Context: an optimization exercise on an open-source flow, tuned for small area. The choices shown serve that exercise and are no tape-out recipe. The RTL was checked by simulation tests, not by an equivalence proof against the original design. No activity file was given, so power comes from the tool's default toggle rates.

Setup of v20:
==> flow/design.v <==
`timescale 1ns/100ps
package lc4_isa_pkg;
   localparam int NUM_REGS = 8;
   typedef logic [15:0] word_t;
   typedef logic [2:0]  reg_sel_t;
   typedef enum logic [3:0] {
      OP_BR    = 4'b0000,
      OP_ADD   = 4'b0001,
      OP_AND   = 4'b0101,
      OP_LDR   = 4'b0110,
      OP_STR   = 4'b0111,
      OP_CONST = 4'b1001
   } opcode_e;
   typedef struct packed {
      logic n;
      logic z;
      logic p;
   } nzp_t;
   typedef struct packed {
      opcode_e  opcode;
      reg_sel_t rd;
      reg_sel_t rs;
      logic [2:0] subop;
      reg_sel_t rt;
   } rr_fmt_t;
   typedef struct packed {
      opcode_e  opcode;
      reg_sel_t rd;
      reg_sel_t rs;
      logic     imm_form;
      logic [4:0] imm5;
   } ri_fmt_t;
   typedef struct packed {
      opcode_e  opcode;
      reg_sel_t rd;
      reg_sel_t rs;
      logic [5:0] imm6;
   } mem_fmt_t;
   typedef struct packed {
      opcode_e  opcode;
      nzp_t     nzp;
      logic [8:0] imm9;
   } br_fmt_t;
   typedef struct packed {
      opcode_e  opcode;
      reg_sel_t rd;
      logic [8:0] imm9;
   } const_fmt_t;
   typedef union packed {
      rr_fmt_t    rr;
      ri_fmt_t    ri;
      mem_fmt_t   mem;
      br_fmt_t    br;
      const_fmt_t cnst;
   } insn_u;
   function automatic nzp_t nzp_of(word_t value);
      nzp_t flags;
      flags.n = value[15];
      flags.z = (value == '0);
      flags.p = !value[15] && (value != '0);
      nzp_of = flags;
   endfunction
   typedef enum logic [1:0] {
      ALU_ADD,
      ALU_AND,
      ALU_CONST,
      ALU_BRANCH
   } alu_op_e;
   typedef struct packed {
      logic    valid;
      logic    rs_re;
      logic    rt_re;
      logic    rf_we;
      logic    nzp_we;
      logic    is_load;
      logic    is_store;
      logic    is_branch;
      logic    use_imm;
      alu_op_e alu_op;
   } ctrl_t;
   typedef struct packed {
      word_t pc;
      insn_u insn;
      logic  valid;
   } fd_t;
   typedef struct packed {
      word_t    pc;
      insn_u    insn;
      ctrl_t    ctrl;
      reg_sel_t rs_sel;
      reg_sel_t rt_sel;
      reg_sel_t wsel;
      word_t    rs_data;
      word_t    rt_data;
   } dx_t;
   typedef struct packed {
      word_t    pc;
      word_t    insn;
      ctrl_t    ctrl;
      reg_sel_t wsel;
      reg_sel_t rt_sel;
      word_t    result;
      word_t    store_data;
   } xm_t;
   typedef struct packed {
      logic     rf_we;
      reg_sel_t wsel;
      word_t    data;
   } wb_t;
   typedef struct packed {
      logic     valid;
      word_t    pc;
      word_t    insn;
      logic     rf_we;
      reg_sel_t wsel;
      word_t    wdata;
   } retire_t;
endpackage
`timescale 1ns/100ps
module lc4_top (
   input  logic        clk,
   input  logic        i_reset,
   output logic [15:0] o_imem_addr,
   input  logic [15:0] i_imem_data,
   output logic [15:0] o_dmem_addr,
   output logic        o_dmem_we,
   output logic [15:0] o_dmem_wdata,
   input  logic [15:0] i_dmem_data,
   output logic        o_retire_valid,
   output logic [15:0] o_retire_pc,
   output logic [15:0] o_retire_insn,
   output logic        o_retire_rf_we,
   output logic [2:0]  o_retire_wsel,
   output logic [15:0] o_retire_wdata
);
   logic [2:0]        ph;       
   logic              clr;      
   logic              second;   
   logic [15:0]       pc;
   logic [1:0]        cc;       
   logic [15:0]       rf [0:7];
   logic [1:0]        lo [0:7];   
   logic [15:0]       w;        
   logic [15:0]       d;        
   logic              c;        
   logic [15:0] insn;
   logic [3:0]  op;
   logic        is_br, is_add, is_and, is_const, is_ldr, is_str, is_alu, is_rr, multi, ok, rf_we;
   logic        last, final_rot, adv, taken, wr_now;
   logic [2:0]  p_sel;
   logic [1:0]  p_d, a_d, b_d, imm_d, alu_d, res_d, sum_d;
   logic        cin, cout;
   logic [15:0] imm16, result;
   logic [1:0]  pc_d;
   assign insn     = i_imem_data;
   assign op       = insn[15:12];
   assign is_br    = op == 4'b0000;
   assign is_add   = op == 4'b0001;
   assign is_and   = op == 4'b0101;
   assign is_const = op == 4'b1001;
   assign is_ldr   = op == 4'b0110;
   assign is_str   = op == 4'b0111;
   assign is_alu   = (is_add || is_and) && (insn[5] || insn[4:3] == 2'b00);
   assign ok       = is_alu || is_const || is_ldr || is_str || is_br;
   assign rf_we    = is_alu || is_const || is_ldr;
   assign is_rr    = is_alu && !insn[5];
   assign multi    = is_ldr || is_str || is_rr;
   assign last      = ph == 3'd7;
   assign final_rot = !multi || second;
   assign adv       = !clr && last && final_rot;
   assign wr_now    = rf_we && final_rot;
   assign p_sel = (second && is_str) ? insn[11:9] : (!second && is_rr) ? insn[2:0] : insn[8:6];
   assign p_d   = lo[p_sel];
   assign imm16 = (is_const || is_br) ? {{7{insn[8]}}, insn[8:0]} :
                  (is_ldr || is_str)  ? {{10{insn[5]}}, insn[5:0]} :
                                        {{11{insn[4]}}, insn[4:0]};
   assign imm_d = imm16 >> {ph, 1'b0};
   assign pc_d  = pc >> {ph, 1'b0};
   assign a_d  = is_br ? pc_d : is_const ? 2'b00 : p_d;
   assign b_d  = second ? d[1:0] : imm_d;
   assign cin  = (ph == 3'd0) ? is_br : c;
   assign {cout, sum_d} = {1'b0, a_d} + {1'b0, b_d} + {2'b00, cin};
   assign alu_d = is_and ? (a_d & b_d) : sum_d;
   assign res_d = clr ? 2'b00 : (second && !is_rr) ? w[1:0] : alu_d;
   assign result = {res_d, w[15:2]};
   for (genvar i = 0; i < 8; i++) begin : g_rf
      assign lo[i] = rf[i][1:0];
      always_ff @(posedge clk) begin
         if (clr || (wr_now && insn[11:9] == 3'(i)))
            rf[i] <= {res_d, rf[i][15:2]};
         else
            rf[i] <= {rf[i][1:0], rf[i][15:2]};
      end
   end
   always_ff @(posedge clk) begin
      if (!clr && is_ldr && !second && last)
         w <= i_dmem_data;
      else
         w <= {res_d, w[15:2]};
      d <= {p_d, d[15:2]};
      c <= cout;
   end
   assign taken  = is_br && ((insn[11] && cc == 2'b11) || (insn[10] && cc == 2'b10) ||
                             (insn[9] && cc == 2'b01));
   always_ff @(posedge clk) begin
      if (i_reset) begin
         ph     <= 3'd0;
         clr    <= 1'b1;
         second <= 1'b0;
         pc     <= 16'h8200;
         cc     <= 2'b00;
      end else begin
         ph <= ph + 3'd1;
         if (last) clr <= 1'b0;
         if (!clr && last && multi) second <= !second;
         pc <= (adv && taken) ? result : pc + {15'd0, adv};
         if (adv && rf_we)
            cc <= {result[15] || result == 16'd0, result[15] || result != 16'd0};
      end
   end
   assign o_imem_addr    = pc;
   assign o_dmem_addr    = result;
   assign o_dmem_we      = adv && is_str;
   assign o_dmem_wdata   = {p_d, d[15:2]};
   assign o_retire_valid = adv && ok;
   assign o_retire_pc    = pc;
   assign o_retire_insn  = insn;
   assign o_retire_rf_we = rf_we;
   assign o_retire_wsel  = insn[11:9];
   assign o_retire_wdata = result;
endmodule
==> flow/config.mk <==
export PLATFORM = sky130hd
export DESIGN_NAME = lc4_top
export DESIGN_NICKNAME = lc4_top
export VERILOG_FILES = /design/flow/design.v
export SDC_FILE = /design/flow/constraint.sdc
export NUM_CORES = 4
export LEC_CHECK = 0
export ABC_AREA = 1
export CAP_MARGIN = 0
export CORE_MARGIN = 2
export CORE_UTILIZATION = 60
export CTS_BUF_LIST = sky130_fd_sc_hd__clkbuf_8
export SLEW_MARGIN = 0
==> flow/constraint.sdc <==
create_clock -name core_clock -period 6.0 [get_ports {clk}]
set_input_delay 1.2000 -clock core_clock [delete_from_list [all_inputs] [get_ports {clk}]]
set_output_delay 1.2000 -clock core_clock [all_outputs]
set_load 0.01 [all_outputs]
standard.sh (not shown) runs the stock make flow with config.mk's settings and CLKGATE_MAP_FILE= SYNTH_SCRIPT=/design/flow/synth_recipe.tcl, a recipe that flattens the netlist after the stock synthesis.
==> flow/flow/run.sh <==
#!/bin/bash
# The standard layout with these changes: synthesis maps the logic with an area-only ABC
# script; every port is buffered by the smallest buffer cell, and a buffer that synthesis put
# on a wire from an input port to an output port is dropped once both ports have their own
# buffer; the clock tree has no dummy load cells
set -euo pipefail
here=$(pwd)
export AREA_ABC_SCRIPT=$here/flow/area.abc
export FLOW_SYNTH_TCL=$here/synth_recipe.tcl
bash standard.sh "SYNTH_SCRIPT=$here/flow/synth.tcl" \
  "BUFFER_PORTS_ARGS=-buffer_cell sky130_fd_sc_hd__buf_1" \
  "POST_GLOBAL_PLACE_TCL=$here/flow/post_gpl.tcl" \
  "CTS_ARGS=-sink_clustering_enable -repair_clock_nets -buf_list sky130_fd_sc_hd__clkbuf_8 -dont_use_dummy_load" \
  finish > standard_flow.log 2>&1
==> flow/flow/area.abc <==
strash
dch
map -a
topo
==> flow/flow/post_gpl.tcl <==
# After port buffering: a buffer that synthesis put on a wire from an input port straight to an
# output port now sits between the two port buffers; connect its loads to its input and drop it.
proc bypass_inner_buffers {} {
  set block [ord::get_db_block]
  set n 0
  foreach inst [$block getInsts] {
    if {![string match "sky130_fd_sc_hd__buf_*" [[$inst getMaster] getName]]} { continue }
    set name [$inst getName]
    if {[string match "input*" $name] || [string match "output*" $name]} { continue }
    set a [$inst findITerm A]
    set x [$inst findITerm X]
    set in_net [$a getNet]
    set out_net [$x getNet]
    if {$in_net eq "NULL" || $out_net eq "NULL"} { continue }
    if {[llength [$in_net getBTerms]] > 0 || [llength [$out_net getBTerms]] > 0} { continue }
    foreach it [$out_net getITerms] {
      if {[[$it getInst] getName] eq $name} { continue }
      $it disconnect
      $it connect $in_net
    }
    $a disconnect
    $x disconnect
    odb::dbInst_destroy $inst
    odb::dbNet_destroy $out_net
    incr n
  }
  puts "bypassed $n buffers between port buffers"
}
bypass_inner_buffers
==> flow/flow/synth.tcl <==
# The standard synthesis (synth_recipe.tcl), with an area-only ABC script for the
# combinational mapping; registers, flattening and renaming are unchanged
proc abc {args} {
  set i [lsearch -exact $args -script]
  if {$i >= 0} { lset args [expr {$i + 1}] $::env(AREA_ABC_SCRIPT) }
  yosys abc {*}$args
}
source $::env(FLOW_SYNTH_TCL)
v20 finished end to end and its layout was clean on timing, DRC and antenna.
The inputs of v28 differ from those of v20 as listed below.
==> flow/flow/run.sh <==
#!/bin/bash
# standard layout, with every port buffered by the smallest buffer cell
set -euo pipefail
bash standard.sh "BUFFER_PORTS_ARGS=-buffer_cell sky130_fd_sc_hd__buf_1" finish > standard_flow.log 2>&1
removed: flow/flow/area.abc
removed: flow/flow/post_gpl.tcl
removed: flow/flow/synth.tcl
Results
- As of v28, total non-filler cell area in the finished layout had risen by a few percent compared to v20.
- Final period demand of the worst path down 110 ps in v28 wrt v20
- Portion of the clock cycle consumed by the worst path in the final layout: v20 and v28 compared, higher one is v20
- Summary of the comparison: smallest hold slack is higher in v28, relative to v20.
- Summary: die area, v28 worse than v20
Changes in v22 relative to v28:
==> flow/flow/run.sh <==
#!/bin/bash
# standard layout, with every port buffered by the smallest buffer cell and a clock tree
# without dummy load cells
set -euo pipefail
bash standard.sh "BUFFER_PORTS_ARGS=-buffer_cell sky130_fd_sc_hd__buf_1" \
  "CTS_ARGS=-sink_clustering_enable -repair_clock_nets -buf_list sky130_fd_sc_hd__clkbuf_8 -dont_use_dummy_load" \
  finish > standard_flow.log 2>&1
### Flow results
- Both conditions hold for v22: the flow ran to the end and the final layout passed the timing, DRC and antenna checks.
- v28 was carried through to the last stage, and its layout satisfied the timing, DRC and antenna checks.
- Compared with v28, v22 shows overall track demand over capacity in global routing lower by 1.6 points.
- Power dissipated in the clock network (v28 / v22): 1.5
- Between v22 and v28, the shortest clock period the worst path allows after layout is lower for v28.
- v22 packs its core more loosely than v28.
- Global-route wire length before repair improves in v22 relative to v28.
- v22 vs v28: met2 wire length down
The following lists how v24 was set up differently from v22:
==> flow/flow/run.sh <==
#!/bin/bash
# The standard layout with three changes: synthesis maps the logic with an area-only ABC
# script, every port is buffered by the smallest buffer cell, and the clock tree has no dummy
# load cells
set -euo pipefail
here=$(pwd)
export AREA_ABC_SCRIPT=$here/flow/area.abc
export FLOW_SYNTH_TCL=$here/synth_recipe.tcl
bash standard.sh "SYNTH_SCRIPT=$here/flow/synth.tcl" \
  "BUFFER_PORTS_ARGS=-buffer_cell sky130_fd_sc_hd__buf_1" \
  "CTS_ARGS=-sink_clustering_enable -repair_clock_nets -buf_list sky130_fd_sc_hd__clkbuf_8 -dont_use_dummy_load" \
  finish > standard_flow.log 2>&1
==> flow/flow/area.abc (new file) <==
strash
dch
map -a
topo
==> flow/flow/synth.tcl (new file) <==
# The standard synthesis (synth_recipe.tcl), with an area-only ABC script for the
# combinational mapping; registers, flattening and renaming are unchanged
rename abc _yosys_abc_cmd
proc abc {args} {
  set i [lsearch -exact $args -script]
  if {$i >= 0} { lset args [expr {$i + 1}] $::env(AREA_ABC_SCRIPT) }
  yosys abc {*}$args
}
source $::env(FLOW_SYNTH_TCL)
## What came out
- Of v22 and v24, only v22 finishes the flow clean.
- v24 did not finish: a tool error stopped it during synthesis (1_2_yosys).
> inputs changed (v24 -> v44)
- swapping 60 for 75 in CORE_UTILIZATION
==> flow/flow/run.sh <==
#!/bin/bash
# standard layout, with every port buffered by the smallest buffer cell and a clock tree
# without dummy load cells
set -euo pipefail
bash standard.sh "BUFFER_PORTS_ARGS=-buffer_cell sky130_fd_sc_hd__buf_1" \
  "CTS_ARGS=-sink_clustering_enable -repair_clock_nets -buf_list sky130_fd_sc_hd__clkbuf_8 -dont_use_dummy_load" \
  finish > standard_flow.log 2>&1
removed: flow/flow/area.abc
removed: flow/flow/synth.tcl
v44: PASS, flow complete, no timing, DRC or antenna violations.
Input changes introduced in v18 (baseline for comparison: v44):
- CORE_UTILIZATION now 60, was 75
==> flow/flow/run.sh <==
#!/bin/bash
# The standard layout with three changes: synthesis maps the logic with an area-only ABC
# script, every port is buffered by the smallest buffer cell, and the clock tree has no dummy
# load cells
set -euo pipefail
here=$(pwd)
export AREA_ABC_SCRIPT=$here/flow/area.abc
export FLOW_SYNTH_TCL=$here/synth_recipe.tcl
bash standard.sh "SYNTH_SCRIPT=$here/flow/synth.tcl" \
  "BUFFER_PORTS_ARGS=-buffer_cell sky130_fd_sc_hd__buf_1" \
  "CTS_ARGS=-sink_clustering_enable -repair_clock_nets -buf_list sky130_fd_sc_hd__clkbuf_8 -dont_use_dummy_load" \
  finish > standard_flow.log 2>&1
==> flow/flow/area.abc (new file) <==
strash
dch -f
amap
topo
==> flow/flow/synth.tcl (new file) <==
# The standard synthesis (synth_recipe.tcl), with an area-only ABC script for the
# combinational mapping; registers, flattening and renaming are unchanged
proc abc {args} {
  set i [lsearch -exact $args -script]
  if {$i >= 0} { lset args [expr {$i + 1}] $::env(AREA_ABC_SCRIPT) }
  yosys abc {*}$args
}
source $::env(FLOW_SYNTH_TCL)
### Flow results
- Number of non-clock buffers in the layout: v18 vs v44 up about 11%
- v18 and v44 ended up with roughly the same post-synthesis adder-cell area fraction.
- v44 ended up with met5 as its uppermost layer routed; v18 ended up with met4.
- Delta (v18 minus v44): post-layout instance area moved down, number of nets produced by synthesis moved down, worst setup slack moved down, routed wire length moved down.

-- afterwards: timing with drivers on the ports --
In the flow no input, the clock included, has a driving cell. The finished layouts below were timed again as built, in two steps.
Step 1 sets driving cells, clkbuf_16 on the clock port and buf_2 on the other inputs (assumed; they add their load-dependent delay and slew).
Step 2, shift: input delay + t, output delay - t, t = (earliest + latest rising clock arrival at the registers) / 2. This alone moves slack from input paths to output paths.
Three values: ideal ports, drivers, drivers and shift; two values: the first two.
run | t, ns | setup slack, ns | hold WS [ns]
v20 | 0.458 | 0.252 / 0.206 / 0.206 | 0.305 / 0.305 / 0.305
v28 | 0.478 | 0.362 / 0.340 / 0.340 | 0.328 / 0.328 / 0.328
v22 | 0.464 | 0.335 / 0.313 / 0.313 | 0.312 / 0.312 / 0.312
v44 | 0.453 | 0.333 / 0.311 / 0.311 | 0.298 / 0.298 / 0.298
v18 | 0.469 | 0.157 / 0.135 / 0.135 | 0.309 / 0.309 / 0.309
After both steps every run listed still meets setup and hold. For v20, which loses most, drivers alone change the setup slack by -0.046 ns; drivers and shift together by -0.046 ns.
